Context: an optimization exercise on an open-source flow, tuned for small area, a short achievable clock period and few clock cycles. The choices shown serve that exercise and are no tape-out recipe. The RTL was checked by simulation tests, not by an equivalence proof against the original design. Power and IR drop assume default switching activity.

Setup of run A:
// reverse_impact_detector_unit
module reverse_impact_detector_unit #(
  parameter int unsigned SPEED_DEPTH = rid_pkg::SPEED_DEPTH,
  parameter int unsigned ACCEL_DEPTH = rid_pkg::ACCEL_DEPTH
) (
  input  logic         clk_i,
  input  logic         rst_ni,
  input  logic         s_axis_tvalid,
  output logic         s_axis_tready,
  input  logic [79:0]  s_axis_tdata,
  input  logic [1:0]   s_axis_tuser,
  output logic         m_axis_tvalid,
  input  logic         m_axis_tready,
  output logic [55:0]  m_axis_tdata,
  input  logic         cfg_we_i,
  input  logic [1:0]   cfg_idx_i,
  input  logic [31:0]  cfg_data_i
);
Size: ~5100 flip-flops, roughly 180 I/O pins, roughly 190000 um2 of cells after synthesis.
Settings: LEC_CHECK=0, CAP_MARGIN=20, CORE_MARGIN=2, CORE_UTILIZATION=40, SLEW_MARGIN=20; clock period 10.0 ns.
standard.sh (not shown) runs the stock make flow with config.mk's settings and CLKGATE_MAP_FILE= SYNTH_SCRIPT=/design/flow/synth_recipe.tcl, a recipe that flattens the netlist after the stock synthesis.
==> flow/flow/run.sh <==
#!/bin/bash
set -euo pipefail
W=$PWD
mkdir -p scripts_abc
for f in "$FLOW_HOME"/scripts/*; do
  ln -sfn "$f" "scripts_abc/$(basename "$f")"
done
rm -f scripts_abc/abc_speed.script
cp flow/abc_speed.script scripts_abc/abc_speed.script
sed 's|"\${@:-finish}"|SCRIPTS_DIR='"$W"'/scripts_abc "${@:-finish}"|' standard.sh > standard_synth_abc.sh
sed 's|"\${@:-finish}"|SETUP_SLACK_MARGIN=6.3 "${@:-finish}"|' standard.sh > standard_margin.sh
grep -q 'scripts_abc' standard_synth_abc.sh
grep -q 'SETUP_SLACK_MARGIN=6.3' standard_margin.sh
bash standard_synth_abc.sh synth > make_synth.log 2>&1
R=orfs/results/${FLOW_PLATFORM}/reverse_impact_detector_unit/base
md5sum "$R/1_2_yosys.v" > synth_netlist.md5
bash standard_margin.sh > make_flow.log 2>&1
if md5sum -c --status synth_netlist.md5; then
  echo "layout built on the delay-mapped synthesis" >> make_flow.log
else
  echo "WARNING: synthesis was run again by the layout make" >> make_flow.log
fi
test -f out/final.def
==> flow/flow/abc_speed.script <==
strash
dch
map -D 2000
strash
dch
map -D 2000
buffer -c
topo
stime -c
upsize -c
dnsize -c
Run A: done, clean on timing, DRC and antenna
Testbench counts of run A, summed over its fixed seeds: cycles 8,659.
### run A -> run B
--- a/flow/design.v
+++ b/flow/design.v
@@ -415,37 +415,34 @@
   always_ff @(posedge clk_i) begin
     if (e1_adv) snow_q[wp_q] <= now1_q;
     if (e2_q) begin
       ssum_q[~wp_q] <= sum_q;
       scs_q[~wp_q]  <= cs2;
     end
   end
   logic               det_q, lset_q, gta_q, gtb_q, ha5_q, ha6_q;
-  logic [31:0]        da_q, d0o_q, d1o_q;
-  logic               selb_q;
+  logic [31:0]        da_q, db_q;
   logic [31:0]        onset_q;
   logic [31:0]        d10, d01, d0o, d1o, now7;
   logic               ha, gt, cond, det_d, set;
   logic [15:0]        xmax, zmax, zmin, spread;
   logic [55:0]        pd;
   assign ha   = e6_q | e7_q;
   assign now7 = snow_q[rp_q];
   assign d10  = snow_q[1] - snow_q[0];
   assign d01  = snow_q[0] - snow_q[1];
   assign d0o  = snow_q[0] - onset_q;
   assign d1o  = snow_q[1] - onset_q;
   always_ff @(posedge clk_i) begin
     da_q  <= rp_q ? d01 : d10;
-    d0o_q  <= d0o;
-    d1o_q  <= d1o;
-    selb_q <= rp_q ^ ha;
+    db_q  <= (rp_q ^ ha) ? d1o : d0o;
     ha5_q <= ha;
     gta_q <= da_q > hold_q;
-    gtb_q <= (selb_q ? d1o_q : d0o_q) > hold_q;
+    gtb_q <= db_q > hold_q;
     ha6_q <= ha5_q;
   end
   assign {xmax, zmax, zmin} = st;
   assign spread = zmax - zmin;
   assign gt     = (ha6_q & lset_q) ? gta_q : gtb_q;
   assign cond   = scs_q[rp_q] & rid_pkg::sgt(xmax, peak_thr_q) &
                   rid_pkg::spread_gt(zmax, zmin, zspread_thr_q);
   assign det_d  = cond | (det_q & ~gt);
==> results.txt <==
No stage failed in run B, and the final checks on the layout all came back clean. On area after synthesis, run A loses to run B. The tightest hold margin number comes out lower for run A vs run B. From run A to run B the numbers moved as follows: number of tap cells added at floorplan decreased by 49 relative to the old numbers, non-clock buffer count decreased by about 0.9% relative to the old numbers, routed via count decreased by 481 relative to the old numbers, final wirelength decreased by about 0.9% relative to the old numbers. Going from run A to run B, setup fix buffers added after clock tree synthesis shrinks by 9. On design area, run A loses to run B. Cell total after placement in run B is 109 lower than in run A.
Testbench counts of run B, summed over its fixed seeds: cycles 8,659.


## the previous run
Another version of the RTL of reverse_impact_detector_unit (not shown whole).
Size in the first run: ~180 I/O pins, ~190000 um2 of cells after synthesis.
clock: 10.0 ns
lec_check: 0
cap_margin: 20
core_margin: 2
core_utilization: 40
cts_buf_list: sky130_fd_sc_hd__clkbuf_8
cts_cluster_diameter: 60
cts_cluster_size: 16
slew_margin: 20
Scripts as last shown in full above: flow/flow/run.sh, flow/flow/abc_speed.script
Testbench counts of the previous run, summed over its fixed seeds: cycles 8,659.
Input changes introduced in the current run (baseline for comparison: the previous run):
-- flow/design.v --
<<< the previous run, line 474
  logic        qrp_n;
  logic [1:0]  cnt_p;
  assign pop   = out_v_q & m_axis_tready;
  assign qrp_n = qrp_q ^ pop;
  assign cnt_p = cnt_q - 2'(pop);
>>> the current run, line 474
  logic        qrp_n;
  logic [1:0]  cnt_p;
  assign pop   = (cnt_q != 2'd0) & m_axis_tready;
  assign qrp_n = qrp_q ^ pop;
  assign cnt_p = cnt_q - 2'(pop);
==> results.txt <==
- The current run: PASS, flow complete, no timing, DRC or antenna violations
- The current run ended with more non-clock buffer count than the previous run.
- On switching part of the total, the previous run tracks the current run almost exactly.
- Summary of the current run over the previous run: share of total power in the clock network about even, power closely matched the old numbers, shortest period the worst path allows increased by 0.046 ns relative to the old numbers, slack of the critical path decreased 0.046 ns, area added between synthesis and finish picked up an extra 0.41 points.
Testbench counts of the current run, summed over its fixed seeds: cycles 8,659.

[port drivers added, routing unchanged]
No port has a modelled driver above. Below, the same layouts with a new extraction and two added sets of constraints.
Step 1 sets driving cells, clkbuf_16 on the clock port and buf_2 on the other inputs (assumed; they add their load-dependent delay and slew).
Step 2 adds t to the input delays and takes it off the output delays; t is the mean of the earliest and latest rising clock arrival at the registers after step 1. Input paths then give back, and output paths get back, about the clock's delay inside the block.
a / b / c = ideal ports / drivers / drivers and shift; a / b = the first two.
run | shift t [ns] | setup WS [ns] | worst setup path after step 2
run A | 1.089 | 6.113 / 6.113 / 5.426 | input to register
run B | 1.095 | 6.167 / 6.167 / 5.590 | input to register
the previous run | 1.232 | 6.203 / 6.100 / 5.376 | input to register
the current run | 1.245 | 6.157 / 6.116 / 5.396 | input to register
After both steps every run listed still meets setup and hold. For the previous run, which loses most, drivers alone change the setup slack by -0.103 ns; drivers and shift together by -0.827 ns.
